What follows belongs to an exercise in optimizing a design on an open flow for small area, a short achievable clock period and few clock cycles per item; a production flow would make more cautious choices.
Where RTL was checked, it was by simulation tests only, not by an equivalence proof against the original.
Power figures rest on the tool's default switching activity, not on a simulated workload.

## host_envelope_deframer_crc16_core
module host_envelope_deframer_crc16_core #(
	parameter int ENVELOPE_BYTES    = 40,
	parameter int INNER_FRAME_BYTES = 36
) (
	input  logic                           clk,
	input  logic                           arst_n,
	input  logic                           cfg_we,
	input  logic [hedc_pkg::CFG_IDX_W-1:0] cfg_idx,
	input  logic [7:0]                     cfg_data,
	input  logic                           rx_valid,
	output logic                           rx_stall,
	input  logic [7:0]                     rx_byte,
	output logic                           out_valid,
	input  logic                           out_stall,
	output logic [7:0]                     out_byte,
	output logic                           out_last
);
Settings: LEC_CHECK=0, ABC_AREA=1, ABC_CLOCK_PERIOD_IN_PS=2000, CAP_MARGIN=20, CORE_MARGIN=2, CORE_UTILIZATION=40, CTS_CLUSTER_DIAMETER=80, CTS_CLUSTER_SIZE=28, PLACE_DENSITY=0.6, SETUP_SLACK_MARGIN=2.95, SLEW_MARGIN=20; clock period 5.0 ns.
standard.sh (not shown) runs the stock make flow with config.mk's settings and CLKGATE_MAP_FILE= SYNTH_SCRIPT=/design/flow/synth_recipe.tcl, a recipe that flattens the netlist after the stock synthesis.
==> flow/flow/run.sh <==
#!/bin/bash
# The standard layout (the standard.sh, ORFS synthesis to finish), with
# two changes to how the layout is made:
#  - the port buffers that buffer_ports inserts are sky130_fd_sc_hd__buf_2
#    instead of the delay cell it picks by default;
#  - clock tree synthesis runs with the standard arguments (and the cluster
#    settings of config.mk) but inserts no dummy loads.
# Everything else, including synthesis, floorplan, power grid and tap cells,
# is the standard flow.
set -euo pipefail
cd "$(dirname "$0")/.."
bash standard.sh \
	'BUFFER_PORTS_ARGS=-buffer_cell sky130_fd_sc_hd__buf_2' \
	'CTS_ARGS=-sink_clustering_enable -repair_clock_nets -sink_clustering_size 28 -sink_clustering_max_diameter 80 -dont_use_dummy_load' \
	finish > run_make.log 2>&1
Testbench counts at the start, summed over its fixed seeds: cycles 19,364, beats 12,008.
==> next run, changes <==
==> flow/flow/run.sh (replaced) <==
#!/bin/bash
# The standard layout (the standard.sh, ORFS synthesis to finish), with
# the port buffers that buffer_ports inserts made sky130_fd_sc_hd__buf_2
# instead of the delay cell it picks by default. Everything else, including
# synthesis, floorplan, power grid and tap cells, is the standard flow.
set -euo pipefail
cd "$(dirname "$0")/.."
bash standard.sh 'BUFFER_PORTS_ARGS=-buffer_cell sky130_fd_sc_hd__buf_2' finish > run_make.log 2>&1
- CTS_CLUSTER_DIAMETER: 80 -> 70
- CTS_CLUSTER_SIZE: 28 -> 34
- power went up by 3.0%
- utilization went up by 0.66 points
- count of clock-buffer cells in the layout went up by 3
- final cell count went up by 0.68%
- sequential share of layout area went down by 0.95 points
- worst setup slack degrades by 29 ps
- synthesized area does not change
- sequential power hardly moves
==> next run, changes <==
==> flow/flow/run.sh (replaced) <==
#!/bin/bash
# The standard layout (the standard.sh, ORFS synthesis to finish), with
# two changes to how the layout is made:
#  - the port buffers that buffer_ports inserts are sky130_fd_sc_hd__buf_2
#    instead of the delay cell it picks by default;
#  - clock tree synthesis runs with the standard arguments (and the cluster
#    settings of config.mk) but inserts no dummy loads.
# Everything else, including synthesis, floorplan, power grid and tap cells,
# is the standard flow.
set -euo pipefail
cd "$(dirname "$0")/.."
bash standard.sh \
	'BUFFER_PORTS_ARGS=-buffer_cell sky130_fd_sc_hd__buf_2' \
	'CTS_ARGS=-sink_clustering_enable -repair_clock_nets -sink_clustering_size 28 -sink_clustering_max_diameter 80 -dont_use_dummy_load -sink_clustering_levels 1' \
	finish > run_make.log 2>&1
- CTS_CLUSTER_DIAMETER: 70 -> 80
- CTS_CLUSTER_SIZE: 34 -> 28
After rerunning: Die area stays the same; register-to-register slack hardly moves; wire length is about the same.
==> next run, changes <==
==> flow/run.sh (new file) <==
#!/bin/bash
# synth_recipe.tcl (not shown) runs the flow's synth.tcl, then flattens the netlist and writes it again
# the make line also repeats each setting of config.mk as NAME=value (left out here)
make -C /OpenROAD-flow-scripts/flow DESIGN_CONFIG=/design/flow/config.mk WORK_HOME=/design/flow/orfs CLKGATE_MAP_FILE= SYNTH_SCRIPT=/design/flow/synth_recipe.tcl finish
removed: flow/flow/run.sh
removed: flow/standard.sh
Non-clock buffer count is lower by 3. Final area is higher by 2.1%. Area after synthesis is unchanged. Synthesized cell count does not change. Power is higher by 2.1%. Worst hold slack gains 53 ps. Sequential share of layout area is lower by 1.3 points. Wire length is higher by 1.8%. Register-to-register slack is about the same. Global-route usage is higher by 0.14 points. Worst setup slack gains 4.6 ps.

== wip/tundra ==
host_envelope_deframer_crc16_core again, from the RTL that the note above started with.
clock: 5.0 ns
lec_check: 0
abc_area: 1
abc_clock_period_in_ps: 2000
cap_margin: 20
core_margin: 2
core_utilization: 40
cts_cluster_diameter: 80
cts_cluster_size: 28
place_density: 0.6
setup_slack_margin: 2.95
slew_margin: 20
==> flow/flow/run.sh <==
#!/bin/bash
# The standard layout (the standard.sh, ORFS synthesis to finish), with
# two changes to how the layout is made:
#  - the port buffers that buffer_ports inserts are sky130_fd_sc_hd__buf_2
#    instead of the delay cell it picks by default;
#  - clock tree synthesis runs with the standard arguments (and the cluster
#    settings of config.mk) but inserts no dummy loads.
# Everything else, including synthesis, floorplan, power grid and tap cells,
# is the standard flow.
set -euo pipefail
cd "$(dirname "$0")/.."
bash standard.sh \
	'BUFFER_PORTS_ARGS=-buffer_cell sky130_fd_sc_hd__buf_2' \
	'CTS_ARGS=-sink_clustering_enable -repair_clock_nets -sink_clustering_size 28 -sink_clustering_max_diameter 80 -dont_use_dummy_load -distance_between_buffers 1000 -branching_point_buffers_distance 1000' \
	finish > run_make.log 2>&1
Testbench counts of wip/tundra, summed over its fixed seeds: cycles 19,364, beats 12,008.
[inputs] wip/nickel vs wip/tundra
==> flow/flow/run.sh <==
#!/bin/bash
# The standard layout (the standard.sh, ORFS synthesis to finish), with
# the port buffers that buffer_ports inserts made sky130_fd_sc_hd__buf_2
# instead of the delay cell it picks by default. Everything else, including
# synthesis, floorplan, power grid and tap cells, is the standard flow.
set -euo pipefail
cd "$(dirname "$0")/.."
bash standard.sh 'BUFFER_PORTS_ARGS=-buffer_cell sky130_fd_sc_hd__buf_2' finish > run_make.log 2>&1
--- outcome ---
wip/nickel: clock network fraction of design power 1.0 points above wip/tundra. Final area: wip/nickel vs wip/tundra up about 0.47%. Delta (wip/nickel minus wip/tundra): cell area after placement ~0 delta; area of combinational cells with multiple inputs up about 0.54%; depth of the most critical reg-to-reg path flat; power dissipated in combinational cells did not really move. First-pass GRT wire length across wip/tundra and wip/nickel: no real change. Per the comparison of wip/nickel with wip/tundra, final-layout worst hold slack went up by 0.043 ns; flip-flop and latch count neither gained nor lost much; share of cell area taken by flip-flops and latches went down.
What wip/yarrow does differently from wip/nickel at the input level:
- ABC_AREA removed (was 1)
- SETUP_SLACK_MARGIN changed from 2.95 to 3.0
==> flow/run.sh (new file) <==
#!/bin/bash
# synth_recipe.tcl (not shown) runs the flow's synth.tcl, then flattens the netlist and writes it again
# the make line also repeats each setting of config.mk as NAME=value (left out here)
make -C /OpenROAD-flow-scripts/flow DESIGN_CONFIG=/design/flow/config.mk WORK_HOME=/design/flow/orfs CLKGATE_MAP_FILE= SYNTH_SCRIPT=/design/flow/synth_recipe.tcl finish
removed: flow/flow/run.sh
removed: flow/standard.sh
==> run notes <==
Changes observed in wip/yarrow relative to wip/nickel: global-route usage went up by 0.24 points, share of the final layout cell area in sequential cells went down by 1.6 points, required time reported for the critical path endpoint went up by 1.30 ns. Multiplexer area fraction after synthesis in wip/yarrow is 6.3 points above wip/nickel. Of wip/nickel and wip/yarrow, the higher share of layout cells above drive strength 1 belongs to wip/yarrow. wip/yarrow vs wip/nickel — arrival time of data at the critical path endpoint rose 1.56 ns.

Another version of the RTL of host_envelope_deframer_crc16_core (not shown whole).
Size: ~13000 µm² of cells after synthesis.
export LEC_CHECK = 0
export ABC_AREA = 1
export ABC_CLOCK_PERIOD_IN_PS = 2000
export CAP_MARGIN = 20
export CORE_MARGIN = 2
export CORE_UTILIZATION = 45
export CTS_CLUSTER_DIAMETER = 70
export CTS_CLUSTER_SIZE = 30
export PLACE_DENSITY = 0.65
export SETUP_SLACK_MARGIN = 3.0
export SLEW_MARGIN = 20
create_clock -name core_clock -period 5.0 [get_ports {clk}]
run.sh (not shown) runs the stock make flow with config.mk's settings and CLKGATE_MAP_FILE= SYNTH_SCRIPT=/design/flow/synth_recipe.tcl, a recipe that flattens the netlist after the stock synthesis.
Stock flow here: none of the scripts above is used.
Change:
--- a/flow/config.mk
+++ b/flow/config.mk
@@ -10,8 +10,8 @@
 export CAP_MARGIN = 20
 export CORE_MARGIN = 2
-export CORE_UTILIZATION = 45
-export CTS_CLUSTER_DIAMETER = 70
-export CTS_CLUSTER_SIZE = 30
-export PLACE_DENSITY = 0.65
+export CORE_UTILIZATION = 40
+export CTS_CLUSTER_DIAMETER = 80
+export CTS_CLUSTER_SIZE = 28
+export PLACE_DENSITY = 0.6
 export SETUP_SLACK_MARGIN = 3.0
 export SLEW_MARGIN = 20
Core utilization went down by 5.5 points.
Power went up slightly.
Global-route usage went down by 1.1 points.
Setup slack degrades by 0.048 ns.
Sequential share of layout area went down by 0.70 points.
Maximum frequency went down by a few percent.
No run of this note included a check of the RTL's function; only the layout flow was run.

Setup of run A:
host_envelope_deframer_crc16_core, a different RTL version from the one above (not shown whole).
Size in the first run: ~35 I/O pins, about 0.013 mm^2 of cells after synthesis.
export LEC_CHECK = 0
export ABC_AREA = 1
export ABC_CLOCK_PERIOD_IN_PS = 2500
export CAP_MARGIN = 20
export CORE_MARGIN = 2
export CORE_UTILIZATION = 40
export CTS_CLUSTER_DIAMETER = 80
export CTS_CLUSTER_SIZE = 28
export PLACE_DENSITY = 0.6
export SETUP_SLACK_MARGIN = 3.0
export SLEW_MARGIN = 20
create_clock -name core_clock -period 5.0 [get_ports {clk}]
Per the final summary, run A finished and its layout is clean on timing, DRC and antenna.
diff inputs: run A => run B
- SETUP_SLACK_MARGIN changed from 3.0 to 2.95
- ABC_CLOCK_PERIOD_IN_PS changed from 2500 to 2000
==> run notes <==
Portion of total power attributed to the clock network delta for run B relative to run A: 0.4 points higher. In the reports for run A and run B, the smaller via-per-instance ratio belongs to run B. On setup slack: between run A and run B, it ends up lower for run B. On multi-input combinational cell count, run A tracks run B almost exactly. Run B can be clocked slower than run A.
Input changes introduced in run C (baseline for comparison: run B):
==> flow/flow/run.sh (new file) <==
#!/bin/bash
# The standard layout (the standard.sh, ORFS synthesis to finish), with
# the port buffers that buffer_ports inserts made sky130_fd_sc_hd__buf_2
# instead of the delay cell it picks by default. Everything else, including
# synthesis, floorplan, power grid and tap cells, is the standard flow.
set -euo pipefail
cd "$(dirname "$0")/.."
bash standard.sh 'BUFFER_PORTS_ARGS=-buffer_cell sky130_fd_sc_hd__buf_2' finish > run_make.log 2>&1
==> flow/standard.sh (new file) <==
#!/bin/bash
# synth_recipe.tcl (not shown) runs the flow's synth.tcl, then flattens the netlist and writes it again
# the make line also repeats each setting of config.mk as NAME=value (left out here)
make -C /OpenROAD-flow-scripts/flow DESIGN_CONFIG=/design/flow/config.mk WORK_HOME=/design/flow/orfs CLKGATE_MAP_FILE= SYNTH_SCRIPT=/design/flow/synth_recipe.tcl "${@:-finish}"
removed: flow/run.sh
==> comparison <==
Run C vs run B, via count normalized by instance count went down by 0.034.
Compared with run B, in run C mean routed wirelength per cell higher; final instance area lower; wire length on met2 higher; sequential cell area in the final layout roughly the same.
No functional check of the RTL was part of any run of this note.

P:
Another version of the RTL of host_envelope_deframer_crc16_core (not shown whole).
Size: about 1,200 cells after synthesis, ~460 flip-flops, ~13,000 µm² of cells after synthesis.
clock: 5.0 ns
lec_check: 0
abc_area: 1
abc_clock_period_in_ps: 2000
cap_margin: 20
core_margin: 2
core_utilization: 40
cts_cluster_diameter: 80
cts_cluster_size: 28
place_density: 0.6
setup_slack_margin: 3.0
slew_margin: 20
Stock flow here: none of the scripts above is used.
Testbench counts of P, summed over its fixed seeds: cycles 19,434, beats 12,008.
Edits applied to the flow inputs when going from P to Q:
# P
export LEC_CHECK = 0
export ABC_AREA = 1
export ABC_CLOCK_PERIOD_IN_PS = 2000
export CAP_MARGIN = 20
export CORE_MARGIN = 2
export CORE_UTILIZATION = 40
export CTS_CLUSTER_DIAMETER = 80
export CTS_CLUSTER_SIZE = 28
export PLACE_DENSITY = 0.6
export SETUP_SLACK_MARGIN = 3.0
export SLEW_MARGIN = 20
create_clock -name core_clock -period 5.0 [get_ports {clk}]
# Q
export LEC_CHECK = 0
export ABC_CLOCK_PERIOD_IN_PS = 2000
export CAP_MARGIN = 20
export CORE_MARGIN = 2
export CORE_UTILIZATION = 40
export CTS_CLUSTER_DIAMETER = 80
export CTS_CLUSTER_SIZE = 28
export PLACE_DENSITY = 0.6
export SETUP_SLACK_MARGIN = 3.0
export SLEW_MARGIN = 20
create_clock -name core_clock -period 5.0 [get_ports {clk}]
Findings:
Taking P as the reference, in Q post-CTS repair timing setup buffer count moved up, sequential share of layout area down 1.7 points. Any difference in overall die height between Q and P is small enough to ignore. Compared with P, Q shows non-clock buffer count that has gone up by more than a quarter. Via density per instance on Q is up relative to P. On sink count of the clock tree, Q and P are basically level. Compared with P, in Q global-route usage lost 0.35 points; sequential standard cell area neither gained nor lost much; hold violation count in the final report neither gained nor lost much; power picked up an extra 0.00070 W; wire length of the first global-routing pass lost about 3.2%.

Another version of the RTL of host_envelope_deframer_crc16_core (not shown whole).
Size: ~980 cells after synthesis, ~460 flip-flops, ~0.014 mm^2 of cells after synthesis.
Settings: LEC_CHECK=0, ABC_CLOCK_PERIOD_IN_PS=2000, CAP_MARGIN=20, CORE_MARGIN=2, CORE_UTILIZATION=60, CTS_CLUSTER_DIAMETER=80, CTS_CLUSTER_SIZE=28, PLACE_DENSITY=0.75, SETUP_SLACK_MARGIN=3.0, SLEW_MARGIN=20; clock period 5.0 ns.
Change:
Settings changed: CORE_UTILIZATION 60 to 40, PLACE_DENSITY 0.75 to 0.6, SETUP_SLACK_MARGIN 3.0 to 2.85.
Sequential power falls by about 0.8%.
Final area stays flat.
Worst setup slack gets worse by 0.015 ns.
Via count is lower by 1.7%.
No run of this note included a check of the RTL's function; only the layout flow was run.

host_envelope_deframer_crc16_core, a different RTL version from the one above (not shown whole).
Size: roughly 990 cells after synthesis, ~460 flip-flops, ~35 I/O pins, about 0.014 mm2 of cells after synthesis.
clock: 5.0 ns
lec_check: 0
abc_clock_period_in_ps: 2000
cap_margin: 20
core_margin: 2
core_utilization: 40
place_density: 0.6
setup_slack_margin: 3.0
slew_margin: 20
The starting point passed the timing, DRC and antenna checks.
Testbench counts at the start, summed over its fixed seeds: cycles 19,434, beats 12,008.
Change:
- CTS_CLUSTER_DIAMETER: unset -> 80
- CTS_CLUSTER_SIZE: unset -> 28
The changed run passed the timing, DRC and antenna checks. Total power came out lower by 12%. Final area goes down by 6.0%. Core utilization fell by 3.0 points. Wire length drops by 4.0%. Die area stays the same. Worst setup slack improves by 18 ps. First-iteration DRC count shrinks by 12%.

## re-timing with driven ports
In the flow no input, the clock included, has a driving cell. The finished layouts below were timed again as built, in two steps.
Step 1: set_driving_cell puts a clkbuf_16 on clk and a buf_2 on each other input, an assumption about the parent block.
Step 2 moves the port delays by t, midway between the first and last clock arrival at a register: inputs arrive t later, outputs are due t later. That takes back most of the time a late clock gives input paths.
Slacks: ideal / step 1 / step 2; pairs: ideal / step 1.
| run | t (ns) | setup WS [ns] | worst setup path after step 2 | slew at the worst register clock pin (ns) | worst data-port slew with drivers (ns) |
|---|---|---|---|---|---|
| the first run of note 1 | 0.551 | 2.913 / 2.866 / 2.821 | input to register | 0.10 / 0.10 | 0.03 |
| the second run of note 1 | 0.580 | 2.884 / 2.837 / 2.800 | input to register | 0.11 / 0.11 | 0.03 |
| the third run of note 1 | 0.551 | 2.913 / 2.866 / 2.821 | input to register | 0.10 / 0.10 | 0.03 |
| the fourth run of note 1 | 0.572 | 2.917 / 2.870 / 2.431 | input to register | 0.10 / 0.10 | 0.04 |
| wip/tundra | 0.551 | 2.913 / 2.866 / 2.821 | input to register | 0.10 / 0.10 | 0.03 |
| wip/nickel | 0.569 | 2.908 / 2.861 / 2.815 | input to register | 0.11 / 0.11 | 0.03 |
| wip/yarrow | 0.572 | 2.645 / 2.645 / 2.449 | input to register | 0.11 / 0.11 | 0.05 |
| the first run of note 3 | 0.572 | 2.939 / 2.890 / 2.445 | input to register | 0.11 / 0.11 | 0.05 |
| the second run of note 3 | 0.573 | 2.891 / 2.840 / 2.545 | input to register | 0.10 / 0.10 | 0.04 |
| run A | 0.571 | 2.841 / 2.841 / 2.449 | input to register | 0.11 / 0.11 | 0.05 |
| run B | 0.570 | 2.783 / 2.783 / 2.408 | input to register | 0.11 / 0.11 | 0.04 |
| run C | 0.574 | 2.785 / 2.785 / 2.770 | input to register | 0.12 / 0.12 | 0.04 |
| P | 0.574 | 2.927 / 2.878 / 2.472 | input to register | 0.11 / 0.11 | 0.04 |
| Q | 0.571 | 2.908 / 2.861 / 2.497 | input to register | 0.11 / 0.11 | 0.05 |
| the first run of note 6 | 0.575 | 2.858 / 2.817 / 2.525 | input to register | 0.11 / 0.11 | 0.04 |
| the second run of note 6 | 0.578 | 2.843 / 2.796 / 2.366 | input to register | 0.12 / 0.12 | 0.04 |
| the first run of note 7 | 0.585 | 2.863 / 2.859 / 2.440 | input to register | 0.07 / 0.07 | 0.05 |
| the second run of note 7 | 0.575 | 2.881 / 2.845 / 2.578 | input to register | 0.11 / 0.11 | 0.05 |
After both steps setup and hold are still met in every run listed. For the first run of note 3, which loses most, drivers alone change the setup slack by -0.049 ns; drivers and shift together by -0.494 ns.
